What follows belongs to an exercise in optimizing a design on an open flow for small area; a production flow would make more cautious choices. The RTL was checked by simulation tests, not by an equivalence proof against the original design. No run shown here takes its clock network from TritonCTS; it comes from the design's own scripts or RTL. The clock input has no modelled driver; a real chip could not lean on it and would need a root buffer or a full tree. No activity file was given, so power comes from the tool's default toggle rates.

==> design/flow/design.v <==
`default_nettype none
package cordic_pkg;
    typedef logic signed [8-1:0] angle_t;
endpackage
`default_nettype wire
`default_nettype none
module cordic_lut (
    input  logic [7:0]  a,
    output logic [15:0] q_n
);
    logic n25, n26, n27, n28, n29, n30, n31, n32, n33, n34, n35, n36;
    logic n37, n38, n39, n40, n41, n42, n43, n44, n45, n46, n47, n48;
    logic n49, n50, n51, n52, n53, n54, n55, n56, n57, n58, n60, n61;
    logic n62, n63, n64, n65, n66, n67, n68, n69, n70, n71, n72, n73;
    logic n74, n75, n76, n77, n78, n79, n80, n81, n83, n84, n86, n87;
    logic n88, n89, n90, n91, n92, n93, n94, n95, n96, n97, n98, n99;
    logic n100, n101, n102, n103, n104, n105, n106, n107, n108, n109, n110, n111;
    logic n112, n113, n114, n115, n116, n117, n118, n119, n120, n121, n122, n123;
    logic n124, n125, n126, n127, n128, n129, n130, n131, n132, n133, n134, n135;
    logic n136, n137, n138, n139, n140, n141, n142, n143, n144, n145, n146, n147;
    logic n148, n149, n150, n151, n152, n153, n154, n155, n156, n157, n158, n159;
    logic n160, n161, n162, n163, n164, n165, n166, n167, n168, n169, n170, n171;
    logic n172, n173, n174, n175, n176, n177, n178, n179, n180, n181, n182, n183;
    logic n184, n185, n186, n187, n188, n189, n190, n191, n192, n193, n194, n196;
    logic n197, n198, n199, n200, n201, n202, n203, n204, n205, n206, n207, n208;
    logic n209, n210, n211, n212, n213, n214, n215, n216, n217, n218, n219, n220;
    logic n221, n222, n223, n224, n225, n227, n228, n229, n230, n231, n232, n233;
    logic n234, n235, n236, n237, n238, n239, n240, n241, n242, n243, n244, n245;
    logic n246, n248, n249, n250, n251, n252, n253, n254, n255, n256, n257, n258;
    logic n259, n260, n261, n262, n263, n264, n265, n266, n267, n268, n269, n270;
    logic n271, n272, n273, n274, n275, n276, n277, n278, n279, n280, n281, n282;
    logic n283, n284, n285, n286, n287, n288, n289, n290, n291, n292, n293, n294;
    logic n295, n296, n297, n298, n299, n300, n301, n302, n303, n304, n305, n306;
    logic n307, n308, n309, n310, n311, n312, n313, n314, n315, n316, n317, n319;
    logic n320, n321, n322, n323, n324, n325, n326, n327, n329, n330, n331, n332;
    logic n333, n334, n335, n336, n337, n338, n339, n340, n341, n342, n343, n344;
    logic n345, n346, n347, n348, n349, n350, n351, n352, n353, n354, n355, n356;
    logic n357, n358, n359, n360, n361, n362, n363, n364, n365, n366, n367, n368;
    logic n369, n370, n371, n372, n373, n374, n375, n376, n377, n378, n379, n380;
    logic n381, n382, n383, n384, n385, n386, n387, n388, n389, n391, n392, n393;
    logic n394, n395, n396, n397, n398, n400, n401, n402, n403, n404, n405, n406;
    logic n407, n408, n409, n410, n411, n412, n413, n414, n415, n416, n417, n418;
    logic n419, n420, n421, n422, n424, n425, n426, n427, n428, n430, n432, n433;
    logic n434, n435, n436, n437, n438, n439, n440, n441, n442, n443, n444, n445;
    logic n446, n447, n448, n449, n450, n451, n453, n454, n455, n456, n457, n458;
    logic n459, n460, n461, n462, n463, n464, n465, n466, n467, n468;
    assign n25 = ~a[3] & ~a[4];
    assign n26 = ~a[4] & ~a[5];
    assign n27 = ~a[0] & ~n26;
    assign n28 = ~a[1] & n27;
    assign n29 = ~a[0] & ~a[1];
    assign n30 = ~n26 & n29;
    assign n31 = ~n28 & ~n30;
    assign n32 = a[2] & n31;
    assign n33 = a[3] & n32;
    assign n34 = a[4] & a[5];
    assign n35 = a[0] & a[1];
    assign n36 = n26 & n35;
    assign n37 = ~a[3] & ~n36;
    assign n38 = ~n32 & n37;
    assign n39 = ~n34 & ~n38;
    assign n40 = ~n33 & n39;
    assign n41 = ~n33 & ~n34;
    assign n42 = ~n38 & n41;
    assign n43 = ~n40 & ~n42;
    assign n44 = ~a[2] & ~a[4];
    assign n45 = ~a[2] & a[3];
    assign n46 = n29 & ~n45;
    assign n47 = n44 & n46;
    assign n48 = ~a[6] & ~n47;
    assign n49 = n43 & ~n48;
    assign n50 = n29 & n44;
    assign n51 = ~a[6] & ~n50;
    assign n52 = n43 & ~n51;
    assign n53 = ~n49 & ~n52;
    assign n54 = n25 & ~n53;
    assign n55 = ~a[5] & n54;
    assign n56 = ~a[6] & n55;
    assign n57 = a[5] & a[6];
    assign n58 = ~n54 & n57;
    assign q_n[6] = ~n56 & ~n58;
    assign n60 = a[1] & a[2];
    assign n61 = ~a[2] & a[5];
    assign n62 = ~n60 & ~n61;
    assign n63 = a[2] & ~n26;
    assign n64 = n25 & ~n63;
    assign n65 = n62 & n64;
    assign n66 = ~a[5] & n25;
    assign n67 = ~n60 & n66;
    assign n68 = ~n65 & ~n67;
    assign n69 = ~a[1] & ~a[2];
    assign n70 = ~n34 & ~n69;
    assign n71 = a[3] & ~n61;
    assign n72 = a[3] & ~a[5];
    assign n73 = ~a[2] & ~n72;
    assign n74 = a[3] & ~n73;
    assign n75 = ~n71 & ~n74;
    assign n76 = n70 & ~n75;
    assign n77 = ~a[3] & ~n70;
    assign n78 = ~a[6] & ~n77;
    assign n79 = ~n76 & n78;
    assign n80 = n68 & ~n79;
    assign n81 = ~a[7] & ~n80;
    assign q_n[7] = q_n[6] | n81;
    assign n83 = a[6] & ~n55;
    assign n84 = ~n56 & ~n83;
    assign q_n[5] = q_n[7] & ~n84;
    assign n86 = ~a[0] & a[6];
    assign n87 = a[3] & a[4];
    assign n88 = ~n62 & n87;
    assign n89 = ~a[1] & n88;
    assign n90 = a[5] & n87;
    assign n91 = n69 & n90;
    assign n92 = ~n89 & ~n91;
    assign n93 = ~a[6] & n92;
    assign n94 = a[5] & ~n29;
    assign n95 = ~n35 & n94;
    assign n96 = a[0] & a[5];
    assign n97 = ~a[1] & n96;
    assign n98 = ~a[0] & a[1];
    assign n99 = a[5] & n98;
    assign n100 = ~n97 & ~n99;
    assign n101 = a[5] & ~n35;
    assign n102 = ~n29 & n101;
    assign n103 = ~n95 & n100;
    assign n104 = ~n102 & n103;
    assign n105 = a[2] & ~a[3];
    assign n106 = ~n104 & n105;
    assign n107 = n93 & ~n106;
    assign n108 = a[5] & ~n25;
    assign n109 = ~n87 & n108;
    assign n110 = a[2] & n109;
    assign n111 = ~a[2] & ~n109;
    assign n112 = ~n110 & ~n111;
    assign n113 = ~n29 & ~n112;
    assign n114 = a[2] & ~n109;
    assign n115 = ~a[2] & ~n87;
    assign n116 = n108 & n115;
    assign n117 = ~n29 & ~n116;
    assign n118 = ~n114 & n117;
    assign n119 = ~n113 & ~n118;
    assign n120 = n107 & n119;
    assign n121 = n80 & n98;
    assign n122 = n120 & n121;
    assign n123 = ~a[1] & a[3];
    assign n124 = ~n26 & ~n123;
    assign n125 = ~n120 & ~n121;
    assign n126 = n124 & ~n125;
    assign n127 = ~n122 & n126;
    assign n128 = ~n122 & n124;
    assign n129 = ~n125 & n128;
    assign n130 = ~n127 & ~n129;
    assign n131 = ~n86 & n130;
    assign n132 = ~n61 & ~n87;
    assign n133 = a[1] & ~n132;
    assign n134 = a[4] & ~n61;
    assign n135 = ~n44 & ~n105;
    assign n136 = ~n134 & n135;
    assign n137 = ~n133 & ~n136;
    assign n138 = ~n27 & ~n137;
    assign n139 = n131 & ~n138;
    assign n140 = ~q_n[5] & n139;
    assign n141 = a[2] & n35;
    assign n142 = ~a[3] & a[5];
    assign n143 = ~n72 & ~n142;
    assign n144 = n141 & n143;
    assign n145 = ~a[6] & ~n144;
    assign n146 = n60 & n72;
    assign n147 = ~a[1] & a[5];
    assign n148 = ~a[4] & n147;
    assign n149 = ~a[1] & ~n34;
    assign n150 = a[5] & n149;
    assign n151 = ~n148 & ~n150;
    assign n152 = ~a[2] & ~n151;
    assign n153 = ~a[4] & a[5];
    assign n154 = n69 & n153;
    assign n155 = ~n152 & ~n154;
    assign n156 = ~a[2] & ~a[3];
    assign n157 = n26 & ~n156;
    assign n158 = a[6] & ~n157;
    assign n159 = n155 & ~n158;
    assign n160 = a[2] & n34;
    assign n161 = ~n159 & ~n160;
    assign n162 = ~n146 & ~n161;
    assign n163 = ~n26 & ~n34;
    assign n164 = ~n73 & ~n163;
    assign n165 = a[6] & ~n164;
    assign n166 = ~n146 & n155;
    assign n167 = ~n165 & n166;
    assign n168 = ~n162 & ~n167;
    assign n169 = ~a[0] & ~n34;
    assign n170 = n168 & n169;
    assign n171 = ~n145 & ~n170;
    assign n172 = n139 & ~n168;
    assign n173 = n171 & ~n172;
    assign n174 = ~n140 & ~n173;
    assign n175 = n98 & ~n143;
    assign n176 = n124 & ~n175;
    assign n177 = n120 & n176;
    assign n178 = ~a[4] & n33;
    assign n179 = a[4] & n142;
    assign n180 = ~a[6] & ~n179;
    assign n181 = ~a[0] & ~n180;
    assign n182 = n72 & n124;
    assign n183 = ~a[3] & a[4];
    assign n184 = n96 & ~n183;
    assign n185 = ~n149 & n184;
    assign n186 = ~n182 & ~n185;
    assign n187 = ~n181 & n186;
    assign n188 = ~n120 & ~n187;
    assign n189 = ~n178 & ~n188;
    assign n190 = ~n177 & n189;
    assign n191 = ~n168 & n190;
    assign n192 = n171 & ~n191;
    assign n193 = ~q_n[5] & n190;
    assign n194 = ~n192 & ~n193;
    assign q_n[0] = n174 | n194;
    assign n196 = ~a[0] & n25;
    assign n197 = n63 & ~n196;
    assign n198 = ~n29 & ~n147;
    assign n199 = n183 & n198;
    assign n200 = ~n29 & n183;
    assign n201 = ~n97 & n200;
    assign n202 = a[0] & ~n142;
    assign n203 = ~a[1] & ~n202;
    assign n204 = n183 & ~n203;
    assign n205 = ~n199 & ~n201;
    assign n206 = ~n204 & n205;
    assign n207 = ~n197 & n206;
    assign n208 = n48 & n207;
    assign n209 = ~a[6] & n207;
    assign n210 = n53 & n209;
    assign n211 = n48 & ~n197;
    assign n212 = n206 & n211;
    assign n213 = ~n208 & ~n210;
    assign n214 = ~n212 & n213;
    assign n215 = ~n171 & n214;
    assign n216 = ~a[5] & n156;
    assign n217 = ~a[4] & n216;
    assign n218 = ~a[2] & n66;
    assign n219 = ~n217 & ~n218;
    assign n220 = n149 & n219;
    assign n221 = a[1] & ~n219;
    assign n222 = ~n220 & ~n221;
    assign n223 = ~n107 & n222;
    assign n224 = n215 & ~n223;
    assign n225 = ~n215 & n223;
    assign q_n[1] = n224 | n225;
    assign n227 = ~a[4] & ~n141;
    assign n228 = ~n72 & ~n141;
    assign n229 = a[4] & ~n228;
    assign n230 = ~n227 & ~n229;
    assign n231 = q_n[7] & ~n230;
    assign n232 = n107 & ~n231;
    assign n233 = ~n32 & ~n34;
    assign n234 = n27 & n69;
    assign n235 = ~a[2] & ~n31;
    assign n236 = ~n234 & ~n235;
    assign n237 = n233 & n236;
    assign n238 = a[6] & ~n237;
    assign n239 = ~a[5] & ~a[6];
    assign n240 = a[3] & ~n239;
    assign n241 = ~a[4] & ~n240;
    assign n242 = ~a[6] & n26;
    assign n243 = ~n25 & ~n242;
    assign n244 = ~n241 & n243;
    assign n245 = n53 & ~n244;
    assign n246 = ~n238 & ~n245;
    assign q_n[2] = ~n232 & n246;
    assign n248 = a[5] & ~a[6];
    assign n249 = ~a[2] & a[4];
    assign n250 = ~a[1] & n249;
    assign n251 = n248 & ~n250;
    assign n252 = ~n53 & ~n251;
    assign n253 = n26 & n60;
    assign n254 = n105 & n233;
    assign n255 = ~n46 & n120;
    assign n256 = n29 & n105;
    assign n257 = ~n168 & ~n256;
    assign n258 = ~n255 & n257;
    assign n259 = ~n254 & ~n258;
    assign n260 = n105 & ~n259;
    assign n261 = ~a[3] & n29;
    assign n262 = ~n163 & n261;
    assign n263 = a[2] & n29;
    assign n264 = ~n262 & ~n263;
    assign n265 = n120 & n264;
    assign n266 = n168 & ~n261;
    assign n267 = a[2] & n262;
    assign n268 = ~n266 & ~n267;
    assign n269 = ~n265 & n268;
    assign n270 = n105 & n269;
    assign n271 = ~n260 & ~n270;
    assign n272 = ~a[5] & n29;
    assign n273 = n44 & n272;
    assign n274 = ~a[5] & n50;
    assign n275 = ~n273 & ~n274;
    assign n276 = n143 & n249;
    assign n277 = a[4] & ~n142;
    assign n278 = n73 & n277;
    assign n279 = ~n276 & ~n278;
    assign n280 = n275 & n279;
    assign n281 = n271 & n280;
    assign n282 = ~n253 & n281;
    assign n283 = ~n93 & ~n282;
    assign n284 = ~n168 & n281;
    assign n285 = ~n104 & ~n284;
    assign n286 = ~a[4] & n143;
    assign n287 = ~n202 & ~n286;
    assign n288 = ~a[4] & ~n72;
    assign n289 = ~a[0] & ~n288;
    assign n290 = ~n142 & ~n289;
    assign n291 = ~n287 & n290;
    assign n292 = a[2] & n87;
    assign n293 = a[1] & ~n292;
    assign n294 = n291 & n293;
    assign n295 = n29 & ~n286;
    assign n296 = n29 & ~n291;
    assign n297 = ~n295 & ~n296;
    assign n298 = n93 & n297;
    assign n299 = ~n294 & n298;
    assign n300 = n93 & ~n294;
    assign n301 = n297 & n300;
    assign n302 = ~n299 & ~n301;
    assign n303 = ~n285 & ~n302;
    assign n304 = ~n283 & ~n303;
    assign n305 = ~n227 & n304;
    assign n306 = ~n34 & ~n305;
    assign n307 = ~n87 & ~n306;
    assign n308 = n53 & n251;
    assign n309 = ~n307 & n308;
    assign n310 = ~n252 & ~n309;
    assign n311 = ~n69 & n90;
    assign n312 = n53 & ~n311;
    assign n313 = ~a[6] & n153;
    assign n314 = ~n305 & n313;
    assign n315 = n312 & ~n314;
    assign n316 = ~n312 & n314;
    assign n317 = ~n315 & ~n316;
    assign q_n[3] = ~n310 & n317;
    assign n319 = ~n239 & ~n306;
    assign n320 = n54 & ~n248;
    assign n321 = ~n319 & ~n320;
    assign n322 = q_n[7] & ~n321;
    assign n323 = a[6] & n305;
    assign n324 = ~a[5] & ~n54;
    assign n325 = ~n323 & n324;
    assign n326 = q_n[7] & ~n314;
    assign n327 = ~n325 & n326;
    assign q_n[4] = n322 | n327;
    assign n329 = ~n119 & n124;
    assign n330 = ~n292 & ~n329;
    assign n331 = ~a[5] & ~n330;
    assign n332 = ~n123 & ~n272;
    assign n333 = ~a[0] & ~n134;
    assign n334 = ~a[2] & ~n333;
    assign n335 = ~n332 & ~n334;
    assign n336 = n25 & n35;
    assign n337 = a[6] & ~n336;
    assign n338 = a[5] & ~n249;
    assign n339 = ~n256 & n338;
    assign n340 = n87 & ~n98;
    assign n341 = n339 & ~n340;
    assign n342 = n337 & ~n341;
    assign n343 = ~n335 & n342;
    assign n344 = a[0] & n87;
    assign n345 = n339 & ~n344;
    assign n346 = n337 & ~n345;
    assign n347 = ~n335 & n346;
    assign n348 = ~n343 & ~n347;
    assign n349 = ~n331 & ~n348;
    assign n350 = ~n207 & ~n305;
    assign n351 = ~a[1] & a[2];
    assign n352 = ~n99 & ~n351;
    assign n353 = ~n75 & ~n352;
    assign n354 = n153 & ~n351;
    assign n355 = a[6] & ~n354;
    assign n356 = ~n336 & n355;
    assign n357 = a[4] & ~a[5];
    assign n358 = n29 & ~n142;
    assign n359 = ~n357 & n358;
    assign n360 = ~n182 & ~n359;
    assign n361 = n356 & n360;
    assign n362 = ~n353 & n361;
    assign n363 = ~n350 & n362;
    assign n364 = ~n349 & ~n363;
    assign n365 = ~n133 & n151;
    assign n366 = a[2] & ~n365;
    assign n367 = ~n87 & n133;
    assign n368 = ~n64 & ~n367;
    assign n369 = ~n366 & n368;
    assign n370 = a[0] & ~n369;
    assign n371 = ~a[0] & ~n25;
    assign n372 = ~n88 & n371;
    assign n373 = ~n110 & n372;
    assign n374 = n107 & ~n373;
    assign n375 = ~n370 & n374;
    assign n376 = n60 & n87;
    assign n377 = ~n25 & ~n376;
    assign n378 = a[0] & n377;
    assign n379 = a[5] & ~n115;
    assign n380 = ~n292 & n379;
    assign n381 = ~a[0] & ~n377;
    assign n382 = ~n380 & ~n381;
    assign n383 = ~n378 & n382;
    assign n384 = ~n60 & ~n69;
    assign n385 = ~n87 & n96;
    assign n386 = n384 & n385;
    assign n387 = n107 & ~n386;
    assign n388 = ~n383 & n387;
    assign n389 = ~n375 & ~n388;
    assign q_n[8] = ~n364 | ~n389;
    assign n391 = n275 & q_n[8];
    assign n392 = a[7] & ~n391;
    assign n393 = n304 & ~n392;
    assign n394 = ~n304 & n392;
    assign n395 = ~n393 & ~n394;
    assign n396 = ~n304 & ~n392;
    assign n397 = n304 & n392;
    assign n398 = ~n396 & ~n397;
    assign q_n[9] = n395 | ~n398;
    assign n400 = ~n304 & q_n[8];
    assign n401 = a[7] & ~n400;
    assign n402 = ~n131 & n216;
    assign n403 = ~n107 & n183;
    assign n404 = ~n259 & ~n403;
    assign n405 = ~n402 & n404;
    assign n406 = a[2] & ~a[4];
    assign n407 = ~a[3] & ~n406;
    assign n408 = ~n107 & n407;
    assign n409 = n269 & ~n408;
    assign n410 = ~n405 & ~n409;
    assign n411 = ~n401 & n410;
    assign n412 = ~n392 & ~n401;
    assign n413 = ~n410 & ~n412;
    assign n414 = ~n411 & ~n413;
    assign n415 = n401 & n410;
    assign n416 = ~n392 & ~n410;
    assign n417 = ~n401 & n416;
    assign n418 = ~n415 & ~n417;
    assign n419 = ~n401 & ~n416;
    assign n420 = n401 & ~n410;
    assign n421 = ~n419 & ~n420;
    assign n422 = ~n414 & n418;
    assign q_n[10] = n421 | ~n422;
    assign n424 = n400 & ~n410;
    assign n425 = ~n43 & n424;
    assign n426 = a[7] & n80;
    assign n427 = ~n81 & ~n426;
    assign n428 = ~n424 & n427;
    assign q_n[11] = ~n425 & ~n428;
    assign n430 = a[2] & n54;
    assign q_n[14] = ~a[7] & ~n430;
    assign n432 = ~a[6] & ~n87;
    assign n433 = n25 & ~q_n[11];
    assign n434 = n432 & ~n433;
    assign n435 = q_n[14] & ~n434;
    assign n436 = ~a[3] & q_n[11];
    assign n437 = ~a[4] & n436;
    assign n438 = n25 & q_n[11];
    assign n439 = ~n437 & ~n438;
    assign n440 = ~a[4] & ~q_n[14];
    assign n441 = ~n436 & ~n440;
    assign n442 = ~a[6] & ~n441;
    assign n443 = n439 & n442;
    assign n444 = ~n435 & ~n443;
    assign n445 = ~q_n[14] & ~n432;
    assign n446 = a[4] & q_n[11];
    assign n447 = a[3] & ~q_n[14];
    assign n448 = n432 & ~n447;
    assign n449 = ~n433 & n448;
    assign n450 = ~n446 & n449;
    assign n451 = ~n445 & ~n450;
    assign q_n[12] = n444 | ~n451;
    assign n453 = n239 & ~q_n[14];
    assign n454 = n439 & n453;
    assign n455 = ~a[6] & ~n108;
    assign n456 = q_n[14] & ~n455;
    assign n457 = n248 & ~n439;
    assign n458 = ~n456 & ~n457;
    assign n459 = ~n454 & n458;
    assign n460 = a[7] & n439;
    assign n461 = ~a[5] & ~n460;
    assign n462 = a[5] & n439;
    assign n463 = ~a[6] & ~n462;
    assign n464 = ~n461 & n463;
    assign n465 = ~n456 & ~n464;
    assign n466 = ~n454 & ~n456;
    assign n467 = ~n457 & n466;
    assign n468 = ~n459 & ~n465;
    assign q_n[13] = n467 | ~n468;
    assign q_n[15] = ~a[7];
endmodule
`default_nettype wire
`default_nettype none
`timescale 1ns/1ps
module cordic_sincos (
    input  logic               clk,
    input  logic               rst_n,
    input  cordic_pkg::angle_t angle,
    output cordic_pkg::angle_t sine,
    output cordic_pkg::angle_t cosine
);
    localparam int DEPTH = 14;
    localparam int DLY_N = DEPTH;
    logic [8*DLY_N-1:0] dly;
    logic [7:0]         folded;
    assign folded = {dly[7], dly[7] ? 7'd0 - dly[6:0] : dly[6:0]};
    always_ff @(posedge clk) begin
        dly <= {dly[8*(DLY_N-1)-1:8], folded, angle};
    end
    logic [3:0] run;
    logic       run_fb;
    logic       valid;
    assign run_fb = run[3] ? (~run[0] & (run[2] | run[1])) : run[0];
    assign valid  = (run == 4'b0000);
    always_ff @(posedge clk or negedge rst_n) begin
        if (!rst_n) begin
            run <= 4'b0011;
        end else begin
            run <= {run[2:0], run_fb};
        end
    end
    logic [15:0] lut_n;
    cordic_lut u_lut (
        .a(dly[8*DLY_N-1 -: 8]),
        .q_n(lut_n)
    );
    assign sine   = valid ? ~lut_n[15:8] : 8'h00;
    assign cosine = valid ? ~lut_n[7:0]  : 8'h00;
endmodule
`default_nettype wire
==> design/flow/flow/run.sh <==
#!/bin/bash
# Own layout flow: the standard layout, except that
#  - the clock tree is two levels of small buffers (flow/pre_cts.tcl), with
#    useful skew on the delay line -> table -> result register path;
#  - ports are buffered with the smallest buffer.
# Registers, their names and cell types are those of the standard synthesis.
set -euo pipefail
HERE=$(pwd)

# the standard synthesis script with only the ABC script swapped
sed -e 's|log_cmd abc {\*}\$abc_args|log_cmd abc -script '"$HERE"'/flow/abc_area_only.script {*}[lrange $abc_args 2 end]|' \
    "$FLOW_HOME/scripts/synth.tcl" > "$HERE/synth_area.tcl"
grep -q 'abc_area_only.script' "$HERE/synth_area.tcl"
sed -e 's|source \$::env(SCRIPTS_DIR)/synth.tcl|source '"$HERE"'/synth_area.tcl|' \
    "$HERE/synth_recipe.tcl" > "$HERE/own_synth.tcl"
grep -q 'synth_area.tcl' "$HERE/own_synth.tcl"

bash "$HERE/standard.sh" \
    "SYNTH_SCRIPT=$HERE/own_synth.tcl" \
    "ADDER_MAP_FILE=" \
    "PRE_CTS_TCL=$HERE/flow/pre_cts.tcl" \
    "BUFFER_PORTS_ARGS=-buffer_cell sky130_fd_sc_hd__buf_1" \
    finish > "$HERE/flow_make.log" 2>&1
==> design/flow/flow/abc_area_only.script <==
strash
dch
map
topo
stime -c
==> design/flow/flow/manual_cts.tcl <==
# A two-level clock tree of small buffers, built by hand in place of TritonCTS.
# The clock port drives a few root buffers; each root drives a group of leaf
# buffers, each leaf one spatial group of flip-flops. Two register groups get
# useful skew for the one long register-to-register path (last delay stage ->
# table logic -> result register), which no port path crosses:
#  - early sinks (the last delay stage) hang on the root nets directly;
#  - late sinks (the result register) get leaves fed from a normal leaf's net.

proc mcts_center { inst } {
  set bb [$inst getBBox]
  return [list [expr {([$bb xMin] + [$bb xMax]) / 2}] [expr {([$bb yMin] + [$bb yMax]) / 2}]]
}

# split items ({x y payload}) into k groups of near-equal size, recursively
# cutting across the longer side
proc mcts_groups { items k } {
  if { $k <= 1 || [llength $items] <= 1 } { return [list $items] }
  set xs [lsort -integer [lmap i $items {lindex $i 0}]]
  set ys [lsort -integer [lmap i $items {lindex $i 1}]]
  set w [expr {[lindex $xs end] - [lindex $xs 0]}]
  set h [expr {[lindex $ys end] - [lindex $ys 0]}]
  set idx [expr {$w >= $h ? 0 : 1}]
  set sorted [lsort -integer -index $idx $items]
  set k1 [expr {$k / 2}]
  set n1 [expr {([llength $sorted] * $k1 + $k / 2) / $k}]
  return [concat [mcts_groups [lrange $sorted 0 [expr {$n1 - 1}]] $k1] \
                 [mcts_groups [lrange $sorted $n1 end] [expr {$k - $k1}]]]
}

proc mcts_nearest { xy cands } {
  # cands: list of {x y payload}; returns the payload nearest to xy
  set best ""
  set bd -1
  foreach c $cands {
    set d [expr {abs([lindex $c 0] - [lindex $xy 0]) + abs([lindex $c 1] - [lindex $xy 1])}]
    if { $bd < 0 || $d < $bd } { set bd $d; set best [lindex $c 2] }
  }
  return $best
}

# drive the iterms in group (items {x y iterm}) from a new buffer of master
# whose input is on net in_net; returns {x y inst out_net}
proc mcts_buffer { block master name group in_net } {
  set inst [odb::dbInst_create $block $master "clkbuf_$name"]
  set net [odb::dbNet_create $block "clknet_$name"]
  $net setSigType CLOCK
  set sx 0; set sy 0
  foreach item $group {
    set it [lindex $item 2]
    $it disconnect
    $it connect $net
    incr sx [lindex $item 0]; incr sy [lindex $item 1]
  }
  set n [llength $group]
  set x [expr {$sx / $n}]
  set y [expr {$sy / $n}]
  [$inst findITerm A] connect $in_net
  [$inst findITerm X] connect $net
  $inst setLocation $x $y
  $inst setPlacementStatus PLACED
  puts "manual clock tree: clkbuf_$name ([$master getName]) drives $n pins"
  return [list $x $y $inst $net]
}

proc manual_clock_tree { leaf_cell n_leaves root_cell n_roots early_re late_re n_late {late_cell ""} } {
  set db [ord::get_db]
  set block [ord::get_db_block]
  set clk [$block findNet clk]
  set leaf_master [$db findMaster $leaf_cell]
  set root_master [$db findMaster $root_cell]
  if { $late_cell eq "" } { set late_cell $leaf_cell }
  set late_master [$db findMaster $late_cell]
  set normal {}
  set early {}
  set late {}
  foreach it [$clk getITerms] {
    set inst [$it getInst]
    set item [concat [mcts_center $inst] [list $it]]
    set name [$inst getName]
    if { [regexp $early_re $name] } {
      lappend early $item
    } elseif { [regexp $late_re $name] } {
      lappend late $item
    } else {
      lappend normal $item
    }
  }
  puts "manual clock tree: [llength $normal] normal, [llength $early] early, [llength $late] late sinks"
  # normal leaves, first on the clock net, moved under the roots below
  set leaves {}
  set i 0
  foreach g [mcts_groups $normal $n_leaves] {
    lappend leaves [mcts_buffer $block $leaf_master "leaf_$i" $g $clk]
    incr i
  }
  # late leaves, fed from the nearest normal leaf's output net
  set j 0
  if { [llength $late] == 0 } { set n_late 0 }
  foreach g [lrange [mcts_groups $late $n_late] 0 [expr {$n_late - 1}]] {
    set sx 0; set sy 0
    foreach item $g { incr sx [lindex $item 0]; incr sy [lindex $item 1] }
    set xy [list [expr {$sx / [llength $g]}] [expr {$sy / [llength $g]}]]
    set src [mcts_nearest $xy [lmap l $leaves {list [lindex $l 0] [lindex $l 1] [lindex $l 3]}]]
    mcts_buffer $block $late_master "late_$j" $g $src
    incr j
  }
  # roots: each drives a group of normal leaves and the early sinks nearest to it
  set litems [lmap l $leaves {list [lindex $l 0] [lindex $l 1] [[lindex $l 2] findITerm A]}]
  set rgroups [mcts_groups $litems $n_roots]
  set centers {}
  set k 0
  foreach g $rgroups {
    set sx 0; set sy 0
    foreach item $g { incr sx [lindex $item 0]; incr sy [lindex $item 1] }
    lappend centers [list [expr {$sx / [llength $g]}] [expr {$sy / [llength $g]}] $k]
    incr k
  }
  foreach e $early {
    set r [mcts_nearest [lrange $e 0 1] $centers]
    lset rgroups $r [concat [lindex $rgroups $r] [list $e]]
  }
  set k 0
  foreach g $rgroups {
    mcts_buffer $block $root_master "root_$k" $g $clk
    incr k
  }
  global_connect
}

# Largest slew (rise or fall, max corner) over the flip-flop clock pins on net.
proc mcts_net_ff_slew { net } {
  set mx 0.0
  foreach p [get_pins -quiet -of_objects [get_nets [$net getName]] -filter "direction == input"] {
    if { [get_property $p lib_pin_name] ne "CLK" } { continue }
    foreach s [list [get_property $p slew_max_rise] [get_property $p slew_max_fall]] {
      if { $s > $mx } { set mx $s }
    }
  }
  return $mx
}

proc mcts_fix_slew { target_ns max_new max_port } {
  set block [ord::get_db_block]
  set clk [$block findNet clk]
  set added 0
  set_propagated_clock [all_clocks]
  while { $added < $max_new } {
    estimate_parasitics -placement
    set worst ""
    set worst_slew $target_ns
    foreach net [$block getNets] {
      if { ![string match "clknet_*" [$net getName]] } { continue }
      set s [mcts_net_ff_slew $net]
      if { $s > $worst_slew } { set worst_slew $s; set worst $net }
    }
    if { $worst eq "" } { break }
    set drv ""
    foreach it [$worst getITerms] {
      if { [$it isOutputSignal] } { set drv [$it getInst] }
    }
    set in_net [[$drv findITerm A] getNet]
    if { $in_net eq $clk && [llength [$clk getITerms]] >= $max_port } {
      puts "manual clock tree: [$worst getName] slew $worst_slew, but the clock port drives $max_port pins already"
      break
    }
    set items {}
    foreach it [$worst getITerms] {
      if { [$it isOutputSignal] } { continue }
      lappend items [concat [mcts_center [$it getInst]] [list $it]]
    }
    if { [llength $items] < 2 } { break }
    set halves [mcts_groups $items 2]
    puts "manual clock tree: [$worst getName] slew [format %.3f $worst_slew] ns, splitting its [llength $items] loads"
    mcts_buffer $block [$drv getMaster] "split_$added" [lindex $halves 1] $in_net
    # move the first half's buffer to that half's centre
    set sx 0; set sy 0
    foreach item [lindex $halves 0] { incr sx [lindex $item 0]; incr sy [lindex $item 1] }
    set n [llength [lindex $halves 0]]
    $drv setLocation [expr {$sx / $n}] [expr {$sy / $n}]
    incr added
  }
  global_connect
  return $added
}
==> design/flow/flow/pre_cts.tcl <==
# Stands in for TritonCTS: a two-level tree of small buffers (see manual_cts.tcl),
# without skew. Clock nets whose flip-flop pins would see a slew over 118 ps
# are then split.
source [file join [file dirname [info script]] manual_cts.tcl]
rename clock_tree_synthesis triton_clock_tree_synthesis
proc clock_tree_synthesis { args } {
  manual_clock_tree sky130_fd_sc_hd__buf_4 10 sky130_fd_sc_hd__buf_4 2 {^$} {^$} 0
  mcts_fix_slew 0.118 6 4
}
==> design/flow/standard.sh <==
#!/bin/bash
# synth_recipe.tcl (not shown) runs the flow's synth.tcl, then flattens the netlist and writes it again
# the make line also repeats each setting of config.mk as NAME=value (left out here)
make -C /OpenROAD-flow-scripts/flow DESIGN_CONFIG=/design/flow/config.mk WORK_HOME=/design/flow/orfs CLKGATE_MAP_FILE= SYNTH_SCRIPT=/design/flow/synth_recipe.tcl "${@:-finish}"
==> design/flow/config.mk <==
export PLATFORM = sky130hd
export DESIGN_NAME = cordic_sincos
export DESIGN_NICKNAME = cordic_sincos
export VERILOG_FILES = /design/flow/design.v
export SDC_FILE = /design/flow/constraint.sdc
export NUM_CORES = 4
export LEC_CHECK = 0
export CAP_MARGIN = 5
export CORE_MARGIN = 2
export CORE_UTILIZATION = 55
export GPL_TIMING_DRIVEN = 0
export SETUP_SLACK_MARGIN = -0.15
export SLEW_MARGIN = 5
==> design/flow/constraint.sdc <==
create_clock -name core_clock -period 4.0 [get_ports {clk}]
set_input_delay 0.8000 -clock core_clock [delete_from_list [all_inputs] [get_ports {clk}]]
set_output_delay 0.8000 -clock core_clock [all_outputs]
set_load 0.01 [all_outputs]
==> flow_summary.yaml, run 1 <==
critical_path:
  start_kind: "register"
  worst_path_most_repeated_cell: "a21oi_1"
  worstPathRequired_ns: 3.20
  critPathArrivalTime_ns: 3.09
  end_kind: "output pin"
  crit_path_max_fanout: 10
  crit_type: "register to output pin"
  crit_chain: "clkinvlp_4, o31ai_2, a21oi_1, nand3_1, nand4_1, a31oi_1, nor2_1, a21oi_1, nand2_1, nand3_1, nand2_1, a21oi_1, buf_1"
  cpPeakStageDelay_ns: 0.60
  slowest_stage: "dfxtp_1"
layout:
  multi_input_area_um2: 987
  area_growth_pct: 9.08
  drive_gt1_share_pct: 7.43
  seqCellArea_um2: 2360
  layout.cells.non_filler: 452
  fillers: 539
  n_antenna_cell: 0
  nets: 389
  utilization_pct: 62.5
power:
  power.total_mw: 2.09
  p_per_area_nw_per_um2: 560
  p_leak_nw: 1.47
  power_frac_comb_pct: 15.6
  seqPwrFrac_pct: 63.3
  p_sw_uw: 566
  irDropWorstVdd_mv: 0.458
  switching_share_pct: 27.0
  internal-power_mw: 1.53
  clockPowerShare_pct: 21.1
placed_design:
  dp_hpwl_mm: 4.81
  portBuffers: 25
  gp_congestion: 0.979
  dp_cells: 440
drt:
  vias: 2487
  drt-wirelength-per-cell_um: 14.8
  first_pass_iters: 4
  wl_mm: 6.68
  drtIter0Drc: 225
  ant_nets: 0
  drc: 0
  vias_per_cell: 5.50
sta:
  slew_viol_final: 0
  holdWs_ns: 0.323
  setup_viol: 0
  hold_viol: 0
  max-slew-margin-rel_pct: 37.5
  finalCritPeriodShare_pct: 97.2
  fmax_ghz: 0.257
  period_minus_slack_ns: 3.89
  worst_slew_pin_slew_ns: 0.928
  clock_skew_ns: 0.0102
floorplan:
  coreArea_um2: 5990
  rows: 28
  die_area_um2: 6890
  die_y_um: 83.0
  die_width_um: 83.0
  num_io_pins: 26
  initial_core_util_pct: 57.3
global_route:
  grt_pass1_wl_mm: 11.4
  track_usage_pct: 19.5
  grt-ovfl-total: 0
  grt_max_degree: 19
  grt_pass1_vias: 2511
  grt_antenna_before_repair: 0
logic_synthesis:
  yosysUniqueCellTypes: 30
  synth_most_common_cell: "dfxtp_1"
  ys_ff_latch: 116
  yosysSeqAreaShare_pct: 68.3
  synth-async-reset-ratio_pct: 3.45
  yosys-top-cells-count: "dfxtp_1 (112), nor2_1 (46), nand2_1 (34), a21oi_1 (30), clkinv_1 (29)"
  yosysTopAreaCellShare_pct: 65.3
  synthFlopType: "dfxtp_1"
  syn_nets: 350
  syn_area_um2: 3430
  synth_warnings: 1
  synth_area_per_cell_um2: 10.1
  synth_edf_count: 0
  synth_area_leaders: "dfxtp_1 (65%), nor2_1 (5.0%), a21oi_1 (4.4%), nand2_1 (3.7%), o21ai_0 (3.5%)"
  post-synth-top-area-cell: "dfxtp_1"
  synthCells: 340
cts:
  post_cts_buffers: 0
  cts.reportedPaths.clkPinSlew_ns: 0.10
  hold_buffers: 0
  clock_latency_ns: 0.28
run:
  drv_cap: 0
run_status:
  status: "no timing/DRC/antenna violations"
worst_hold_path:
  hold_class: "input port to async pin"
==> power groups by stage <==
stage	Clock [mW]	Combinational [mW]	Sequential (mW)
final	0.442	0.326	1.33
after global routing	0.513	0.366	1.34
after CTS	0.463	0.319	1.33
after detailed placement	0	0.316	1.35
after global placement	0	0.316	1.34
after floorplan	0	0.226	1.33
==> routing by layer <==
metal / up-vias / part of all wire [%] / GRT usage (%)
met4: 0 / 2.8 / 6.11
met1: 1150 / 43 / 24.9
met2: 92 / 48 / 34.2
met3: 17 / 6.1 / 2.68
li1: 1228 / - / -
met5: - / 0 / 0
==> state kept, by name, summed over array words and instances (netlist names) <==
| register | flops |
|---|---|
| dly | 112 |
| run | 4 |
==> metrics by stage <==
step / setup TNS, ns / setup WS (ns) / cell area (um^2)
2_1_floorplan: 0 / 0.622 / 3430
3_3_place_gp: -1.97 / -0.455 / 3620
3_5_place_dp: -1.09 / -0.342 / 3620
4_1_cts: -0.495 / -0.142 / 3720
5_1_grt: -0.514 / -0.150 / 3740
6_report: 0 / 0.110 / 3740
==> placed cells by master (no fill, tap or decap), drive strengths merged, types with 5 or more instances in the layout <==
cell type,instances
dfxtp,112
nor2,46
buf,37
nand2,34
a21oi,30
clkinv,26
o21ai,24
nand3,15
o211ai,6
nor3,5
a31oi,5
==> timing repair <==
item / in CTS / in global routing
setup endpoints to repair: 12 / 10
resized for setup: 6 / 9
pin swaps: 0 / 0
==> area by class of cell <==
| cell class | instances | area share [%] |
|---|---|---|
| Timing Repair Buffer | 25 | 2.51 |
| Inverter | 29 | 3.24 |
| Multi-Input combinational cell | 195 | 26.4 |
| Buffer | 12 | 2.41 |
| Tap cell | 75 | 2.51 |
| Sequential cell | 116 | 63.0 |
==> cell families (layout without fill, tap and decap cells) <==
group | Yosys count | in the layout | synth area share (%)
AND/OR/NAND/NOR | 108 | 108 | 13.2
AO/OA/AOI/OAI | 82 | 82 | 14.0
buffers and inverters | 29 | 66 | 3.17
flip-flops | 116 | 116 | 68.3
XOR/XNOR | 5 | 5 | 1.28
==> path summary, 6_finish.rpt <==
path	startpoint	to	slack, ns	cells after the start
worst max-delay path	dly[110]	cosine[3]	0.11	13
max in group asynchronous	rst_n	run[0]	3.43	1
worst max register to register	dly[1]	dly[14]	2.39	8
worst min register to register	dly[69]	dly[77]	0.33	0
worst min-delay path	rst_n	run[3]	0.32	1
min in group core_clock	dly[69]	dly[77]	0.33	0
==> worst max-delay path, delay by kind of cell (launching register included) <==
kind | cells | cell delay, ns
compound gates | 5 | 1.03
buf+inv | 2 | 0.52
flops | 1 | 0.60
simple gates | 6 | 0.67
==> inputs of run 2 (changes only) <==
--- a/design/flow/config.mk
+++ b/design/flow/config.mk
@@ -8,5 +8,5 @@
 export CAP_MARGIN = 5
 export CORE_MARGIN = 2
-export CORE_UTILIZATION = 55
+export CORE_UTILIZATION = 50
 export GPL_TIMING_DRIVEN = 0
 export SETUP_SLACK_MARGIN = -0.15
==> flow_summary.yaml, run 2 <==
critical_path:
  rr_endpoint: "dly[14]"
  r2r_setup_slack_ns: 2.41
  critPathArrivalTime_ns: 3.03
  start_kind: "register"
  cp-startpoint: "dly[109]"
  worstPathRequired_ns: 3.20
  end_kind: "output pin"
  reg2reg_depth: 8
  crit_path_max_fanout: 18
  rr_startpoint: "dly[0]"
  crit_type: "register to output pin"
logic_synthesis:
  yosysUniqueCellTypes: 30
  synth_most_common_cell: "dfxtp_1"
  synthCells: 340
  synth-async-reset-ratio_pct: 3.45
  synth_area_per_cell_um2: 10.1
  ys_ff_latch: 116
  yosysTopAreaCellShare_pct: 65.3
  synthFlopType: "dfxtp_1"
  syn_nets: 350
  synth_area_leaders: "dfxtp_1 (65%), nor2_1 (5.0%), a21oi_1 (4.4%), nand2_1 (3.7%), o21ai_0 (3.5%)"
  post-synth-top-area-cell: "dfxtp_1"
  yosys-top-cells-count: "dfxtp_1 (112), nor2_1 (46), nand2_1 (34), a21oi_1 (30), clkinv_1 (29)"
  syn_area_um2: 3430
  synth_edf_count: 0
  synth_warnings: 1
  yosysSeqAreaShare_pct: 68.3
global_route:
  track_usage_pct: 16.4
  grt-ovfl-total: 0
  grt_max_degree: 19
  grt_pass1_vias: 2241
  grt_pass1_wl_mm: 10.1
  grt_antenna_before_repair: 0
drt:
  ant_nets: 0
  wl_mm: 6.08
  vias_per_cell: 5.29
  first_pass_iters: 4
  drtIter0Drc: 159
  drt-wirelength-per-cell_um: 13.3
  drc: 0
  vias: 2418
power:
  power.total_mw: 2.08
  p_leak_nw: 1.48
  internal-power_mw: 1.53
  irDropWorstVdd_mv: 0.376
  clockPowerShare_pct: 21.2
  seqPwrFrac_pct: 63.6
  switching_share_pct: 26.6
  p_per_area_nw_per_um2: 556
  power_frac_comb_pct: 15.3
  p_sw_uw: 554
layout:
  layout_commonest_cell: "dfxtp_1"
  final_cell_mix: "dfxtp_1 (106), nor2_1 (46), nand2_1 (33)"
  top_register: "dly"
  largest_register_ffs: 112
  n_antenna_cell: 0
  drive_gt1_share_pct: 7.96
  nets: 389
  area_growth_pct: 9.08
  reg.largest.list: "dly x112, run x4"
sta:
  finalSetupTns_ns: 0
  fin_ws_ns: 0.167
  setup_viol: 0
  slew_viol_final: 0
  holdWs_ns: 0.315
  clock_skew_ns: 0.0143
  max-slew-margin-rel_pct: 32.0
  period_minus_slack_ns: 3.83
  finalCritPeriodShare_pct: 95.8
  hold_viol: 0
  fmax_ghz: 0.261
  worst_slew_pin_slew_ns: 1.01
floorplan:
  num_io_pins: 26
  die_area_um2: 7540
  rows: 30
  die_width_um: 86.9
  die_y_um: 86.9
  coreArea_um2: 6720
  initial_core_util_pct: 51.1
run_status:
  status: "no timing/DRC/antenna violations"
cts:
  cts.reportedPaths.clkPinSlew_ns: 0.09
  post_cts_buffers: 0
  clock_latency_ns: 0.29
placed_design:
  dp_slack_ns: -0.376
  portBuffers: 25
  gp_congestion: 0.992
  dp_hpwl_mm: 4.30
worst_hold_path:
  hold_class: "input port to async pin"
run:
  drv_cap: 0
## run 2: final cells by class
| type | instances | area (um^2) |
|---|---|---|
| Buffer | 12 | 90.1 |
| Tap cell | 80 | 100 |
| Fill cell | 604 | 2980 |
| Multi-Input combinational cell | 195 | 990 |
| Sequential cell | 116 | 2350 |
| Timing Repair Buffer | 25 | 93.8 |
| Inverter | 29 | 115 |
## run 2: metrics by stage
step | util [%] | cells | cell area, um^2
floorplan | - | 340 | 3430
finish | 55.7 | 457 | 3740
CTS | 55.4 | 457 | 3720
global route | 55.7 | 457 | 3740
global placement | 54.0 | 445 | 3630
detailed placement | 54.0 | 445 | 3630
## run 2: what timing repair did
| action | 4_1_cts | 5_1_grt |
|---|---|---|
| setup endpoints to repair | 10 | 10 |
| gates resized for setup | 6 | 9 |
| pin swaps | 0 | 0 |
| hold endpoints to repair | 0 | 0 |
| hold buffers | 0 | 0 |
## run 2: worst max-delay path by stage
stage,to,slack (ns),cells past startpoint
after floorplan,cosine[0],0.62,11
after global placement,cosine[0],-0.49,12
after detailed placement,cosine[0],-0.38,12
after CTS,cosine[3],-0.06,13
after global routing,sine[4],-0.10,13
final,cosine[0],0.17,11
## run 2: critical path, stage by stage, from the launching register on
cell and delay (ns):
dfxtp_2 0.57, clkinv_2 0.25, nand2_2 0.21, a21oi_1 0.12
nor3_1 0.27, o21ai_2 0.16, or2_2 0.32, o21ai_0 0.15
nand2_1 0.07, a21oi_1 0.24, a32o_1 0.21, buf_1 0.17
## run 2: per-layer routing
layer  GRT usage (%)  vias to the layer above  share of wire, %
met4            5.40                        0               2.7
met2            28.2                       80                47
met5               0                        -                 0
met1            20.9                     1101                45
met3            2.65                       14               6.0
li1                -                     1223                 -
## run 2: kinds of logic after synthesis
family,share of synthesized area [%]
AOI/OAI and AO/OA,14.0
and+or+nand+nor,13.2
DFF,68.3
xor gates and xnor gates,1.28
buffers and inverters,3.17
## run 2: power groups by stage
stage	registers (mW)	logic, mW	clock network [mW]
2_1_floorplan	1.33	0.226	0
3_3_place_gp	1.35	0.313	0
3_5_place_dp	1.35	0.309	0
4_1_cts	1.32	0.312	0.472
5_1_grt	1.34	0.357	0.523
6_report	1.32	0.318	0.441
==> inputs of run 3 (changes only) <==
==> design/flow/flow/run.sh (replaced) <==
#!/bin/bash
# Own layout flow: the standard layout, except that
#  - the clock tree is two levels of small buffers (flow/pre_cts.tcl), no skew;
#  - ports are buffered with the smallest buffer.
# Registers, their names and cell types are those of the standard synthesis.
set -euo pipefail
HERE=$(pwd)

# the standard synthesis script with only the ABC script swapped
sed -e 's|log_cmd abc {\*}\$abc_args|log_cmd abc -script '"$HERE"'/flow/abc_map.script {*}[lrange $abc_args 2 end]|' \
    "$FLOW_HOME/scripts/synth.tcl" > "$HERE/synth_area.tcl"
grep -q 'abc_map.script' "$HERE/synth_area.tcl"
sed -e 's|source \$::env(SCRIPTS_DIR)/synth.tcl|source '"$HERE"'/synth_area.tcl|' \
    "$HERE/synth_recipe.tcl" > "$HERE/own_synth.tcl"
grep -q 'synth_area.tcl' "$HERE/own_synth.tcl"

bash "$HERE/standard.sh" \
    "SYNTH_SCRIPT=$HERE/own_synth.tcl" \
    "ADDER_MAP_FILE=" \
    "PRE_CTS_TCL=$HERE/flow/pre_cts.tcl" \
    "BUFFER_PORTS_ARGS=-buffer_cell sky130_fd_sc_hd__buf_1" \
    finish > "$HERE/flow_make.log" 2>&1
==> design/flow/flow/abc_map.script (new file) <==
strash
dch
map
topo
stime -c
--- a/design/flow/flow/manual_cts.tcl
+++ b/design/flow/flow/manual_cts.tcl
@@ -1,9 +1,7 @@
 # A two-level clock tree of small buffers, built by hand in place of TritonCTS.
 # The clock port drives a few root buffers; each root drives a group of leaf
-# buffers, each leaf one spatial group of flip-flops. Two register groups get
-# useful skew for the one long register-to-register path (last delay stage ->
-# table logic -> result register), which no port path crosses:
-#  - early sinks (the last delay stage) hang on the root nets directly;
-#  - late sinks (the result register) get leaves fed from a normal leaf's net.
+# buffers, each leaf one spatial group of flip-flops. Optionally two register
+# groups get useful skew for a long register-to-register path:
+#  - early sinks (early_re) hang on the root nets directly;
 
 proc mcts_center { inst } {
removed: design/flow/flow/abc_area_only.script
==> flow_summary.yaml, run 3 <==
logic_synthesis:
  synthCells: 340
  syn_nets: 350
  synth-async-reset-ratio_pct: 3.45
  post-synth-top-area-cell: "dfxtp_1"
  synth_area_leaders: "dfxtp_1 (65%), nor2_1 (5.0%), a21oi_1 (4.4%), nand2_1 (3.7%), o21ai_0 (3.5%)"
  yosysUniqueCellTypes: 30
  synthFlopType: "dfxtp_1"
  synth_mux_area_share_pct: 0
  synth_compound_area_share_pct: 14.0
  yosysTopAreaCellShare_pct: 65.3
  ys_ff_latch: 116
  synth_most_common_cell: "dfxtp_1"
  yosys-top-cells-count: "dfxtp_1 (112), nor2_1 (46), nand2_1 (34), a21oi_1 (30), clkinv_1 (29)"
  yosysSeqAreaShare_pct: 68.3
  synth_area_per_cell_um2: 10.1
  yosys.area_share.xor_xnor_pct: 1.28
  synth_warnings: 1
  synth-simple-area-share_pct: 13.2
  synth_edf_count: 0
  synth-adder-area-share_pct: 0
  syn_area_um2: 3430
  synth_top_family_by_area: "compound AO/OA/AOI/OAI gates"
critical_path:
  reg2reg_depth: 8
  crit_path_max_fanout: 18
  cpPeakStageDelay_ns: 0.57
  start_kind: "register"
  crit_buf_inv: 2
  rr_endpoint: "dly[14]"
  end_kind: "output pin"
  crit_chain: "clkinv_2, nand2_2, a21oi_1, nor3_1, o21ai_2, or2_2, o21ai_0, nand2_1, a21oi_1, a32o_1, buf_1"
  worst_path_most_repeated_cell: "a21oi_1"
  rr_startpoint: "dly[0]"
  worstPathRequired_ns: 3.20
  slowest_stage: "dfxtp_2"
  cp-startpoint: "dly[109]"
  crit_type: "register to output pin"
  cp_top_family: "compound AO/OA/AOI/OAI gates"
  critPathArrivalTime_ns: 3.03
  r2r_setup_slack_ns: 2.41
sta:
  finalSetupTns_ns: 0
  max-slew-margin-rel_pct: 32.0
  fmax_ghz: 0.261
  period_minus_slack_ns: 3.83
  hold_viol: 0
  worst_slew_pin_slew_ns: 1.01
  slew_viol_final: 0
  finalCritPeriodShare_pct: 95.8
  clock_skew_ns: 0.0143
  fin_ws_ns: 0.167
  setup_viol: 0
placed_design:
  dp_hpwl_mm: 4.30
  dp_slack_ns: -0.376
  gp_congestion: 0.992
  portBuffers: 25
  dp_cells: 445
power:
  irDropWorstVdd_mv: 0.376
  p_leak_nw: 1.48
  p_per_area_nw_per_um2: 556
  power.total_mw: 2.08
floorplan:
  initial_core_util_pct: 51.1
  num_io_pins: 26
  die_y_um: 86.9
  die_area_um2: 7540
  die_width_um: 86.9
  coreArea_um2: 6720
  rows: 30
layout:
  largest_register_ffs: 112
  layout.cells.non_filler: 457
  top_register: "dly"
  final_cell_mix: "dfxtp_1 (106), nor2_1 (46), nand2_1 (33)"
  reg.largest.list: "dly x112, run x4"
  n_antenna_cell: 0
  layout_commonest_cell: "dfxtp_1"
  fillers: 604
  drive_gt1_share_pct: 7.96
  area_growth_pct: 9.08
  nets: 389
cts:
  clock_latency_ns: 0.29
  hold_buffers: 0
  post_cts_buffers: 0
  cts.reportedPaths.clkPinSlew_ns: 0.09
global_route:
  grt_max_degree: 19
  grt-ovfl-total: 0
  grt_pass1_vias: 2241
  track_usage_pct: 16.4
  grt_antenna_before_repair: 0
  grt_pass1_wl_mm: 10.1
drt:
  vias: 2418
  met3_length_um: 362
  drtIter0Drc: 159
  ant_nets: 0
  wl_met1_mm: 2.72
  drc: 0
  wl_met2_mm: 2.83
  first_pass_iters: 4
  routed.top_layer: "met4"
  drt-wirelength-per-cell_um: 13.3
  vias_per_cell: 5.29
  wl_mm: 6.08
run:
  drv_cap: 0
run_status:
  status: "no timing/DRC/antenna violations"
worst_hold_path:
  hold_class: "input port to async pin"
[run 3: metal layers]
metal,track usage (%),vias to the layer above
met3,2.65,14
li1,-,1223
met1,20.9,1101
met5,0,-
met2,28.2,80
met4,5.40,0
[run 3: repair_timing]
action	in CTS	in global routing
resized for setup	6	9
hold endpoints to repair	0	0
endpoints found under the setup margin	10	10
[run 3: kinds of logic after synthesis]
kind of cell | count (synthesis)
DFF | 116
xor gates and xnor gates | 5
buffers and inverters | 29
and+or+nand+nor | 108
AOI/OAI and AO/OA | 82
[run 3: area by class of cell]
| cell class | instances | area, um^2 | area share (%) |
|---|---|---|---|
| inverter | 29 | 115 | 3.07 |
| buffer | 12 | 90.1 | 2.41 |
| sequential | 116 | 2350 | 62.9 |
| multi-input combinational | 195 | 990 | 26.4 |
| timing repair buffer | 25 | 93.8 | 2.51 |
| tap | 80 | 100 | 2.67 |
[run 3: stage by stage]
stage	cell area [um^2]	utilization, %	hold WS [ns]
2_1_floorplan	3430	-	0.310
3_3_place_gp	3630	54.0	0.309
3_5_place_dp	3630	54.0	0.312
4_1_cts	3720	55.4	0.297
5_1_grt	3740	55.7	0.293
6_report	3740	55.7	0.315
[run 3: how the worst max path moves through the flow]
stage	depth (start not counted)	slack, ns	end
after global routing	13	-0.10	sine[4]
final	11	0.17	cosine[0]
after detailed placement	12	-0.38	cosine[0]
after CTS	13	-0.06	cosine[3]
after floorplan	11	0.62	cosine[0]
after global placement	12	-0.49	cosine[0]
[run 3: power breakdown]
| group | internal (mW) | total (mW) | switching, mW |
|---|---|---|---|
| sequential | 1.27 | 1.32 | 0.0571 |
| combinational | 0.108 | 0.318 | 0.210 |
| clock | 0.154 | 0.441 | 0.287 |

afterwards: timing with drivers on the ports:
No port has a modelled driver above. Below, the same layouts with a new extraction and two added sets of constraints.
Step 1, drivers: a clkbuf_16 drives clk and a buf_2 each remaining input, both assumed.
Step 2 also shifts input and output timing later by t, the mid clock arrival at the registers, as if the neighbouring blocks saw the same clock.
a / b / c = ideal / step 1 / step 2; a / b = the first two.
run | shift t [ns] | setup WS [ns] | worst setup path at the end | worst register clock-pin slew, ns | cell pins on the clock port's net
run 1 | 0.312 | 0.110 / 0.076 / 0.388 | register to output | 0.10 / 0.10 | 2
run 2 | 0.317 | 0.167 / 0.133 / 0.449 | register to output | 0.10 / 0.10 | 2
run 3 | 0.317 | 0.167 / 0.133 / 0.449 | register to output | 0.10 / 0.10 | 2
After both steps every run listed still meets setup and hold.
